From an optimization exercise on the open Yosys and OpenROAD flow, aimed at small area, a short achievable clock period and few clock cycles per item; shortcuts taken in it are not production practice.
Where RTL was checked, it was by simulation tests only, not by an equivalence proof against the original.
Power and IR drop assume default switching activity.

== run D ==
==> module smt_ctrl, before the edit <==
module smt_ctrl (
  input  logic          clk,
  input  logic          rst_n,
  input  logic          in_tvalid,
  output logic          in_tready,
  output logic          out_tvalid,
  input  logic          out_tready,
  output smt_pkg::cmd_t cmd
);
  logic req_valid_r;    
  logic out_valid_r;
  logic out_free;
  always_ff @(posedge clk) begin
    if (!rst_n) begin
      req_valid_r <= 1'b0;
      out_valid_r <= 1'b0;
    end else begin
      req_valid_r <= cmd.load || (req_valid_r && !cmd.commit);
      out_valid_r <= cmd.commit || (out_valid_r && !out_tready);
    end
  end
  assign out_free   = !out_valid_r || out_tready;
  assign out_tvalid = out_valid_r;
  assign cmd.commit = req_valid_r && out_free;
  assign in_tready  = !req_valid_r || out_free;
  assign cmd.load   = in_tvalid && in_tready;
  assign cmd.match  = in_tready;
endmodule
==> flow/config.mk <==
export PLATFORM = sky130hd
export DESIGN_NAME = set_membership_table_top
export DESIGN_NICKNAME = set_membership_table_top
export VERILOG_FILES = /design/flow/design.v
export SDC_FILE = /design/flow/constraint.sdc
export NUM_CORES = 4
export LEC_CHECK = 0
export ABC_CLOCK_PERIOD_IN_PS = 1800
export CAP_MARGIN = 20
export CORE_MARGIN = 2
export CORE_UTILIZATION = 40
export PLACE_DENSITY = 0.6
export SETUP_SLACK_MARGIN = 1.4
export SLEW_MARGIN = 20
==> flow/constraint.sdc <==
create_clock -name core_clock -period 3.4 [get_ports {clk}]
set_input_delay 0.6800 -clock core_clock [delete_from_list [all_inputs] [get_ports {clk}]]
set_output_delay 0.6800 -clock core_clock [all_outputs]
set_load 0.01 [all_outputs]
standard.sh (not shown) runs the stock make flow with config.mk's settings and CLKGATE_MAP_FILE= SYNTH_SCRIPT=/design/flow/synth_recipe.tcl, a recipe that flattens the netlist after the stock synthesis.
==> flow/flow/run.sh <==
#!/bin/bash
# The standard ORFS flow, run in two parts:
#  1. synthesis exactly as standard.sh makes it;
#  2. floorplan to final layout with two changes:
#     - the clock tree is built with larger sink clusters and without the
#       dummy loads CTS adds to balance it;
#     - delay cells are kept out of port buffering and timing repair, so the
#       port buffers are plain buffers (flow/dont_use.tcl, run before each
#       OpenROAD step).
# Each part's full output goes to its own log file in this folder; ORFS's
# per-step logs stay under orfs/logs/.
set -euo pipefail
W=$(pwd)

bash standard.sh synth > "$W/flow_synth.log" 2>&1

export CTS_ARGS="-sink_clustering_enable -repair_clock_nets -dont_use_dummy_load -sink_clustering_size 30 -sink_clustering_max_diameter 60"
for step in FLOORPLAN GLOBAL_PLACE_SKIP_IO IO_PLACEMENT GLOBAL_PLACE RESIZE DETAIL_PLACE REPAIR_TIMING_POST_PLACE CTS GLOBAL_ROUTE DETAIL_ROUTE FILLCELL; do
  export PRE_${step}_TCL="$W/flow/dont_use.tcl"
done

bash standard.sh > "$W/flow_layout.log" 2>&1
==> flow/flow/dont_use.tcl <==
# Keep delay cells out of port buffering and timing repair.
set_dont_use [get_lib_cells {sky130_fd_sc_hd__dlygate* sky130_fd_sc_hd__clkdlybuf*}]
Testbench counts of run D, summed over its fixed seeds: cycles 12,016, items 12,000.
#### Input delta (run X over run D)
diff --git a/flow/design.v b/flow/design.v
--- a/flow/design.v
+++ b/flow/design.v
@@ -31,14 +31,19 @@
   output smt_pkg::cmd_t cmd
 );
-  logic req_valid_r;    
-  logic out_valid_r;
+  logic req_valid_r, req_valid_nxt;    
+  logic out_valid_r, out_valid_nxt;
+  logic idle_r;                        
   logic out_free;
+  assign req_valid_nxt = cmd.load || (req_valid_r && !cmd.commit);
+  assign out_valid_nxt = cmd.commit || (out_valid_r && !out_tready);
   always_ff @(posedge clk) begin
     if (!rst_n) begin
       req_valid_r <= 1'b0;
       out_valid_r <= 1'b0;
+      idle_r      <= 1'b1;
     end else begin
-      req_valid_r <= cmd.load || (req_valid_r && !cmd.commit);
-      out_valid_r <= cmd.commit || (out_valid_r && !out_tready);
+      req_valid_r <= req_valid_nxt;
+      out_valid_r <= out_valid_nxt;
+      idle_r      <= !req_valid_nxt || !out_valid_nxt;
     end
   end
@@ -46,5 +51,5 @@
   assign out_tvalid = out_valid_r;
   assign cmd.commit = req_valid_r && out_free;
-  assign in_tready  = !req_valid_r || out_free;
+  assign in_tready  = idle_r || out_tready;
   assign cmd.load   = in_tvalid && in_tready;
   assign cmd.match  = in_tready;
- Area added between synthesis and finish: run X vs run D up 1.8 points
- In terms of final weighted congestion in routability-driven placement, run X and run D differ only marginally.
- Relative to run D, maximum frequency has gone down in run X.
- Looking only at final core utilization, and setting everything else aside, the higher value of run D and run X goes to run X.
- Of the two candidates, run D has the better sum of routed wire length over all layers and run X the worse one.
- Clock power, run X vs run D: up slightly
- In the tables for run D and run X, biggest fanout along the worst timing path reads higher with run X.
- Run D ended up with sky130_fd_sc_hd__edfxtp_1 as its cell type of the slowest stage on the worst timing path; run X ended up with sky130_fd_sc_hd__buf_1.
- Compared with run D, sum of internal, switching and leakage power in run X increased slightly.
- Part of the Yosys area used for sequential elements: run D vs run X — no meaningful difference
- Run X vs run D, number of antenna violations at the first check in global routing went down by 1.
- Comparing run D with run X, the cell area after synthesis came out essentially unchanged.
- From run D to run X the numbers moved as follows: count of vias placed by the detailed router grew by 388; area of all placed cells without fillers grew by 1.6%; critical path depth shrank by 6.
The RTL of run X was laid out without a check of its function.

[re-timing with driven ports]
The flow's constraints put no driver on any port. The routed layouts listed below were extracted and timed again, unchanged, in two steps.
Step 1: set_driving_cell puts a clkbuf_16 on clk and a buf_2 on each other input, an assumption about the parent block.
Step 2 adds t to the input delays and takes it off the output delays; t is the mean of the earliest and latest rising clock arrival at the registers after step 1. Input paths then give back, and output paths get back, about the clock's delay inside the block.
Three values: ideal, step 1, step 2; two values: the first two.
run | t (ns) | slack for setup (ns) | worst register clock-pin slew, ns | worst data-port slew with drivers (ns)
run D | 0.633 | 1.257 / 1.257 / 0.688 | 0.11 / 0.11 | 0.05
run X | 0.639 | 1.101 / 1.101 / 0.624 | 0.12 / 0.12 | 0.06
After both steps setup and hold are still met in every run listed. For run D, which loses most, drivers alone change the setup slack by 0.000 ns; drivers and shift together by -0.569 ns.
